What follows belongs to an exercise in optimizing a design on an open flow for small area, a short achievable clock period and few clock cycles per item; a production flow would make more cautious choices. Power is estimated from default activity; no workload was simulated.

==> flow/design.v <==
`default_nettype none
package lbm_pkg;
  localparam int q_dirs = 9;
endpackage
`default_nettype wire
`default_nettype none
module moment_add #(
  parameter int W = 33
) (
  input  logic [W-1:0] a,
  input  logic [W-1:0] b,
  input  logic         cin,
  output logic [W-1:0] s,
  output logic         cout
);
  localparam int N  = W + 1;
  localparam int LV = $clog2(N);
  logic [N-1:0] gi, pi;
  logic [N-1:0] g, p;
  logic [N-1:0] gn, pn;
  always_comb begin
    gi = {a & b, cin};
    pi = {a ^ b, 1'b0};
    g  = gi;
    p  = pi;
    for (int l = 1; l <= LV; l++) begin
      gn = g;
      pn = p;
      for (int i = 0; i < N; i++) begin
        if (((i + 1) % (1 << l)) == 0) begin
          gn[i] = g[i] | (p[i] & g[i - (1 << (l - 1))]);
          pn[i] = p[i] & p[i - (1 << (l - 1))];
        end
      end
      g = gn;
      p = pn;
    end
    for (int l = LV - 1; l >= 1; l--) begin
      gn = g;
      pn = p;
      for (int i = 0; i < N; i++) begin
        if (((i + 1) % (1 << l)) == (1 << (l - 1)) && i >= (1 << l)) begin
          gn[i] = g[i] | (p[i] & g[i - (1 << (l - 1))]);
          pn[i] = p[i] & p[i - (1 << (l - 1))];
        end
      end
      g = gn;
      p = pn;
    end
    s    = pi[N-1:1] ^ g[N-2:0];
    cout = g[N-1];
  end
endmodule
`default_nettype wire
`default_nettype none
module fp_divider (
  input  logic               clock_50,
  input  logic               m_idle,
  input  logic               m_abs,
  input  logic               m_step,
  input  logic               m_fin,
  input  logic               testing,    
  input  logic               first,      
  input  logic               fast,       
  input  logic               fast_next,  
  input  logic               hi_en,      
  input  logic               zero_div,
  input  logic               sa_low,     
  input  logic               sa_rem,     
  input  logic               sa_lb,      
  input  logic               sb_term,    
  input  logic               sb_rho,     
  input  logic               sb_low,     
  input  logic               acc_sub_next,
  input  logic               fin_next,
  input  logic [31:0]        term,
  input  logic signed [31:0] rho,
  output logic               fast_ok,
  output logic               neg,        
  output logic               ovf,
  output logic [31:0]        quotient
);
  logic [31:0] rem;
  logic [32:0] low;
  logic        fl;         
  logic        xr;         
  logic        mag_small;  
  logic        sgn;
  logic        hi;
  logic [32:0] op_a;
  logic [32:0] op_b;
  logic        x;
  logic [32:0] sum;
  logic        cout;
  logic        qbit;
  logic        too_big;
  logic        keep_low;
  assign neg = sgn ^ rho[31];
  assign x = xr || (m_abs && low[31]) || (m_step && fl);
  assign op_a = ({1'b0, low[31:0]} & {33{sa_low}})
              | ({rem, 1'b0}       & {33{sa_rem}})
              | ({32'b0, low[32]}  & {33{sa_lb}});
  assign op_b = (({term[31], term} & {33{sb_term}})
              |  ({rho[31], rho}   & {33{sb_rho}})
              |  (low              & {33{sb_low}})) ^ {33{x}};
  moment_add #(.W(33)) i_add (
    .a    (op_a),
    .b    (op_b),
    .cin  (x),
    .s    (sum),
    .cout (cout)
  );
  assign qbit    = ~sum[32];
  assign fast_ok = mag_small && !qbit;
  assign too_big  = hi || low[32] || (low[31] && (!neg || (low[30:0] != '0)));
  assign keep_low = !(first && fast);
  always_ff @(posedge clock_50) begin
    if (m_abs) rem <= {sum[27:0], 4'b0};
    else       rem <= sum[31:0];
    if (m_idle || (m_fin && (zero_div || too_big))) begin
      low <= '0;
    end else if (m_step) begin
      low <= {low[31:1] & {31{keep_low}}, low[0] && keep_low && !first, qbit};
    end else begin
      low <= {1'b0, sum[31:0]};
    end
    if (m_abs) fl <= !rho[31];
    else       fl <= (qbit || (testing && !fast_next)) ^ rho[31];
    xr <= (acc_sub_next || (fin_next && neg));
    if (m_abs) begin
      sgn       <= low[31];
      mag_small <= (sum[31:27] == 5'b0);
    end
    if (m_abs) hi <= 1'b0;
    else if (m_step && hi_en && qbit) hi <= 1'b1;
    if (m_idle) ovf <= 1'b0;
    else if (m_fin) ovf <= !zero_div && too_big;
  end
  assign quotient = low[31:0];
endmodule
`default_nettype wire
`default_nettype none
module lbm_moments #(
  parameter int DATA_WIDTH = 32,
  parameter int FRAC_BITS  = 24
) (
  input  logic                          clock_50,
  input  logic                          arst_n,
  input  logic                          req,
  input  logic [lbm_pkg::q_dirs*DATA_WIDTH-1:0]  fin,
  output logic                          ack,
  output logic signed [DATA_WIDTH-1:0]  rho,
  output logic signed [DATA_WIDTH-1:0]  ux,
  output logic signed [DATA_WIDTH-1:0]  uy,
  output logic                          dbz,
  output logic                          ovf_x,
  output logic                          ovf_y
);
  logic        m_idle, m_acc, m_abs, m_step, m_fin, m_ack;
  logic        n_idle, n_acc, n_abs, n_step, n_fin, n_ack;
  logic        testing, first, fast;
  logic [5:0]  cnt;
  logic        last_step;
  logic        done_fast;
  logic        sa_low, sa_rem, sa_lb, sb_rho, sb_low;
  logic        sbt_x, sbt_y;
  logic [8:1]  tsel;
  logic [8:1]  nsel;
  logic [31:0] term;
  logic [31:0] term_next;
  logic        px_en_n, px_sub_n, py_en_n, py_sub_n;
  logic [31:0] rho_r;
  logic        dbz_r;
  logic        fast_x, fast_y, fast_next;
  logic        neg_x, neg_y;
  logic        hi_en;
  logic [31:0] ux_q, uy_q;
  assign ack = m_ack;
  assign rho = rho_r;
  assign dbz = dbz_r;
  assign ux  = ux_q;
  assign uy  = uy_q;
  assign nsel = m_idle ? 8'b0000_0001 : {tsel[7:1], 1'b0};
  always_comb begin
    term_next = '0;
    for (int i = 1; i <= 8; i++) begin
      term_next = term_next | (fin[32*i +: 32] & {32{nsel[i]}});
    end
  end
  assign px_en_n  = nsel[1] | nsel[3] | nsel[5] | nsel[6] | nsel[7] | nsel[8];
  assign px_sub_n = nsel[3] | nsel[6] | nsel[7];
  assign py_en_n  = nsel[2] | nsel[4] | nsel[5] | nsel[6] | nsel[7] | nsel[8];
  assign py_sub_n = nsel[4] | nsel[7] | nsel[8];
  assign fast_next = fast_x && fast_y;
  assign last_step = !testing && (fast ? (cnt == 6'd19) : (cnt == 6'd56));
  assign done_fast = fast && !neg_x && !neg_y;
  assign hi_en     = !fast && !testing && (cnt <= 6'd23);
  always_comb begin
    n_idle = m_idle && !req || m_ack && !req;
    n_acc  = m_idle && req || m_acc && !tsel[8];
    n_abs  = m_acc && tsel[8];
    n_step = m_abs || m_step && !last_step;
    n_fin  = m_step && last_step && !done_fast;
    n_ack  = m_step && last_step && done_fast || m_fin || m_ack && req;
  end
  fp_divider div_ux (
    .clock_50     (clock_50),
    .m_idle       (m_idle),
    .m_abs        (m_abs),
    .m_step       (m_step),
    .m_fin        (m_fin),
    .testing      (testing),
    .first        (first),
    .fast         (fast),
    .fast_next    (fast_next),
    .hi_en        (hi_en),
    .zero_div     (dbz_r),
    .sa_low       (sa_low),
    .sa_rem       (sa_rem),
    .sa_lb        (sa_lb),
    .sb_term      (sbt_x),
    .sb_rho       (sb_rho),
    .sb_low       (sb_low),
    .acc_sub_next (n_acc && px_sub_n),
    .fin_next     (n_fin),
    .term         (term),
    .rho          (rho_r),
    .fast_ok      (fast_x),
    .neg          (neg_x),
    .ovf          (ovf_x),
    .quotient     (ux_q)
  );
  fp_divider div_uy (
    .clock_50     (clock_50),
    .m_idle       (m_idle),
    .m_abs        (m_abs),
    .m_step       (m_step),
    .m_fin        (m_fin),
    .testing      (testing),
    .first        (first),
    .fast         (fast),
    .fast_next    (fast_next),
    .hi_en        (hi_en),
    .zero_div     (dbz_r),
    .sa_low       (sa_low),
    .sa_rem       (sa_rem),
    .sa_lb        (sa_lb),
    .sb_term      (sbt_y),
    .sb_rho       (sb_rho),
    .sb_low       (sb_low),
    .acc_sub_next (n_acc && py_sub_n),
    .fin_next     (n_fin),
    .term         (term),
    .rho          (rho_r),
    .fast_ok      (fast_y),
    .neg          (neg_y),
    .ovf          (ovf_y),
    .quotient     (uy_q)
  );
  always_ff @(posedge clock_50) begin
    if (m_idle) rho_r <= fin[0 +: 32];
    else        rho_r <= rho_r + term;
    term <= term_next;
    tsel <= nsel;
    if (m_abs) dbz_r <= (rho_r == '0);
    if (m_abs) cnt <= '0;
    else       cnt <= cnt + 6'd1;
    testing <= m_abs;
    first   <= testing;
    if (testing) fast <= fast_next;
    sa_low <= n_acc;
    sa_rem <= n_step && (!testing || fast_next);
    sa_lb  <= n_step && (!testing || !fast_next);
    sb_rho <= n_step;
    sb_low <= n_abs || n_fin || n_ack;
    sbt_x  <= n_acc && px_en_n;
    sbt_y  <= n_acc && py_en_n;
  end
  always_ff @(posedge clock_50 or negedge arst_n) begin
    if (!arst_n) begin
      m_idle <= 1'b1;
      m_acc  <= 1'b0;
      m_abs  <= 1'b0;
      m_step <= 1'b0;
      m_fin  <= 1'b0;
      m_ack  <= 1'b0;
    end else begin
      m_idle <= n_idle;
      m_acc  <= n_acc;
      m_abs  <= n_abs;
      m_step <= n_step;
      m_fin  <= n_fin;
      m_ack  <= n_ack;
    end
  end
endmodule
`default_nettype wire
make LEC_CHECK=0 ABC_CLOCK_PERIOD_IN_PS=3000 CAP_MARGIN=20 CORE_MARGIN=2 CORE_UTILIZATION=40 SETUP_SLACK_MARGIN=5 SLEW_MARGIN=20 finish   # period 8.0 ns
run.sh (not shown) runs the stock make flow with config.mk's settings and CLKGATE_MAP_FILE= SYNTH_SCRIPT=/design/flow/synth_recipe.tcl, a recipe that flattens the netlist after the stock synthesis.
Edit:
==> flow/flow/run.sh (new file) <==
#!/bin/bash
set -e
cp standard.sh standard.sh.txt
export BUFFER_PORTS_ARGS="-buffer_cell sky130_fd_sc_hd__buf_1"
bash standard.sh > standard.log 2>&1
==> flow/standard.sh (new file) <==
#!/bin/bash
# synth_recipe.tcl (not shown) runs the flow's synth.tcl, then flattens the netlist and writes it again
# the make line also repeats each setting of config.mk as NAME=value (left out here)
make -C /OpenROAD-flow-scripts/flow DESIGN_CONFIG=/design/flow/config.mk WORK_HOME=/design/flow/orfs CLKGATE_MAP_FILE= SYNTH_SCRIPT=/design/flow/synth_recipe.tcl "${@:-finish}"
removed: flow/run.sh
After rerunning: Combinational power drops by 3.3%. Setup slack got worse by 0.025 ns. Fmax drops by 0.51%.
No run of this note included a check of the RTL's function; only the layout flow was run.

-- what the ideal ports hide --
The flow's constraints put no driver on any port. The routed layouts listed below were extracted and timed again, unchanged, in two steps. Step 1 sets driving cells, clkbuf_16 on the clock port and buf_2 on the other inputs (assumed; they add their load-dependent delay and slew). Step 2 times the ports against the registers' clock, not the clock port: input delays grow and output delays shrink by t, the midpoint of the rising clock arrivals with the driver on. a / b / c = no drivers / after step 1 / after step 2; a / b = the first two.
run	t, ns	setup WS [ns]	worst setup path at the end
the first run	0.613	3.097 / 3.097 / 3.097	register to register
the second run	0.629	3.072 / 3.072 / 3.072	register to register
After both steps every run listed still meets setup and hold.
